From an optimization exercise on the open Yosys and OpenROAD flow, aimed at small area and a short achievable clock period; shortcuts taken in it are not production practice. Only simulation tests tie the RTL to the original design; equivalence was not proved. No activity file was given, so power comes from the tool's default toggle rates.

== rev 12 ==
// rvv_rt_xrf_wb_buffer
module rvv_rt_xrf_wb_buffer #(
   parameter int unsigned NUM_RT = 4,
   parameter int unsigned NUM_WP = 2,
   parameter int unsigned DEPTH  = 8,
   parameter int unsigned XLEN   = 32,
   parameter int unsigned AW     = 5
) (
   input  logic                   clk,
   input  logic                   rst,
   input  logic [NUM_RT-1:0]      rt_valid,
   input  logic [NUM_RT*AW-1:0]   rt_addr,
   input  logic [NUM_RT*XLEN-1:0] rt_data,
   output logic [NUM_RT-1:0]      rt_ready,
   output logic [NUM_WP-1:0]      wp_valid,
   output logic [NUM_WP*AW-1:0]   wp_addr,
   output logic [NUM_WP*XLEN-1:0] wp_data,
   input  logic [NUM_WP-1:0]      wp_ready,
   output logic                   buf_empty,
   output logic                   buf_full
   ,
   output logic [$clog2(DEPTH+1)-1:0] stat_max_occ,
   output logic [31:0]                stat_full_stall
);
Size in the first run: roughly 270 I/O pins.
Settings: LEC_CHECK=0, CAP_MARGIN=20, CORE_MARGIN=2, CORE_UTILIZATION=60, SETUP_SLACK_MARGIN=2.0, SLEW_MARGIN=20; clock period 5.5 ns.
run.sh (not shown) runs the stock make flow with config.mk's settings and CLKGATE_MAP_FILE= SYNTH_SCRIPT=/design/flow/synth_recipe.tcl, a recipe that flattens the netlist after the stock synthesis.
For rev 13, these inputs were changed with respect to rev 12:
diff --git a/flow/config.mk b/flow/config.mk
--- a/flow/config.mk
+++ b/flow/config.mk
@@ -8,5 +8,4 @@
 export CAP_MARGIN = 20
 export CORE_MARGIN = 2
-export CORE_UTILIZATION = 60
-export SETUP_SLACK_MARGIN = 2.0
+export CORE_UTILIZATION = 40
 export SLEW_MARGIN = 20
--- outcome ---
- For rev 13, the startpoint of the most critical setup path was rt_addr[3], unlike rev 12, where it was rt_valid[2].
- Rev 12 → rev 13: post-synthesis to final-layout area growth moved down, critical path required time climbed 0.03 ns, proportion of power drawn by the clock network increased by 2.4 points relative to the old numbers.
- The global router's overall resource usage of rev 13 is lower than that of rev 12.
- Looking at timing endpoint of the critical path, the mem_q[184] result is from rev 13; the mem_q[77] one comes from rev 12.


Setup of west:
Another version of the RTL of rvv_rt_xrf_wb_buffer (not shown whole).
For scale: roughly 1800 cells after synthesis, roughly 380 flip-flops.
## rvv_rt_xrf_wb_buffer
module rvv_rt_xrf_wb_buffer #(
   parameter int unsigned NUM_RT = 4,
   parameter int unsigned NUM_WP = 2,
   parameter int unsigned DEPTH  = 8,
   parameter int unsigned XLEN   = 32,
   parameter int unsigned AW     = 5
) (
   input  logic                   clk,
   input  logic                   rst,
   input  logic [NUM_RT-1:0]      rt_valid,
   input  logic [NUM_RT*AW-1:0]   rt_addr,
   input  logic [NUM_RT*XLEN-1:0] rt_data,
   output logic [NUM_RT-1:0]      rt_ready,
   output logic [NUM_WP-1:0]      wp_valid,
   output logic [NUM_WP*AW-1:0]   wp_addr,
   output logic [NUM_WP*XLEN-1:0] wp_data,
   input  logic [NUM_WP-1:0]      wp_ready,
   output logic                   buf_empty,
   output logic                   buf_full
   ,
   output logic [$clog2(DEPTH+1)-1:0] stat_max_occ,
   output logic [31:0]                stat_full_stall
);
   localparam int unsigned EW = 1 + AW + XLEN;    
   logic [7:0][EW-1:0] mem_q;
   logic [7:0]         rd_oh_q, wr_oh_q;          
   logic [3:0]         ev_sel_q, od_sel_q;        
   logic               swap_q;                    
   logic [7:0]         occ_q;                     
   logic [AW-1:0]      last_q;                    
   logic [3:0]          st;                       
   logic [3:0][AW-1:0]  ad;
   logic [3:0]          same;                     
   logic [3:0][EW-1:0]  ch;
   logic [3:0][3:0]     rk;                       
   logic [3:0]          npush;                    
   logic [AW-1:0]       last_d;
   always_comb begin
      for (int i = 0; i < 4; i++) begin
  ...
clock: 5.5 ns
lec_check: 0
cap_margin: 20
core_margin: 2
core_utilization: 45
cts_cluster_diameter: 80
cts_cluster_size: 25
setup_slack_margin: 2.2
slew_margin: 20
standard.sh (not shown) runs the stock make flow with config.mk's settings and CLKGATE_MAP_FILE= SYNTH_SCRIPT=/design/flow/synth_recipe.tcl, a recipe that flattens the netlist after the stock synthesis.
==> flow/flow/run.sh <==
#!/bin/bash
# Own layout flow: the standard ORFS flow, with the I/O port buffers made from a
# plain buffer cell instead of the one buffer_ports picks by default (a delay cell).
set -euo pipefail
export BUFFER_PORTS_ARGS="-buffer_cell sky130_fd_sc_hd__buf_1"
bash standard.sh "BUFFER_PORTS_ARGS=-buffer_cell sky130_fd_sc_hd__buf_1" finish > flow_standard.log 2>&1
west | status: complete | timing, DRC, antenna: pass
Input changes introduced in south (baseline for comparison: west):
Settings: a change of SETUP_SLACK_MARGIN from 2.2 to 2.0.
## What came out
The antenna cell count of south is higher than that of west. south vs. west: mean post-synth cell area held steady, core utilization now sits lower, via count lower. Going from west to south, total length of routed met3 wires shrinks by about 11%. south vs. west: global-route track usage on met3 moved down; wire length the detailed router placed on met1 now smaller; area growth from synthesis to layout -6.8 points. south | status: complete | timing, DRC, antenna: pass. The peak per-stage delay on the critical path of south and that of west are within noise of each other. From west to south the numbers moved as follows: number of standard cells in the layout, taps in and fillers out has decreased; worst supply voltage drop on vdd has decreased.

[separate check: timing with driven ports]
The results above use ideal ports. As a check the final layouts listed here were re-extracted and re-timed, cells and wires unchanged. Step 1 sets driving cells, clkbuf_16 on the clock port and buf_2 on the other inputs (assumed; they add their load-dependent delay and slew). Step 2 moves the port delays by t, midway between the first and last clock arrival at a register: inputs arrive t later, outputs are due t later. That takes back most of the time a late clock gives input paths. a / b / c = no drivers / after step 1 / after step 2; a / b = the first two.
| run | t, ns | slack for setup (ns) | worst setup path after step 2 | worst data-port slew with drivers (ns) |
|---|---|---|---|---|
| rev 12 | 0.585 | 1.928 / 1.908 / 1.378 | input to register | 0.08 |
| rev 13 | 0.624 | 0.989 / 1.022 / 0.398 | input to register | 0.06 |
| west | 0.607 | 2.094 / 2.116 / 1.510 | input to register | 0.10 |
| south | 0.607 | 2.013 / 2.012 / 1.442 | input to register | 0.12 |
After both steps setup and hold are still met in every run listed. For rev 13, which loses most, drivers alone change the setup slack by +0.033 ns; drivers and shift together by -0.591 ns.
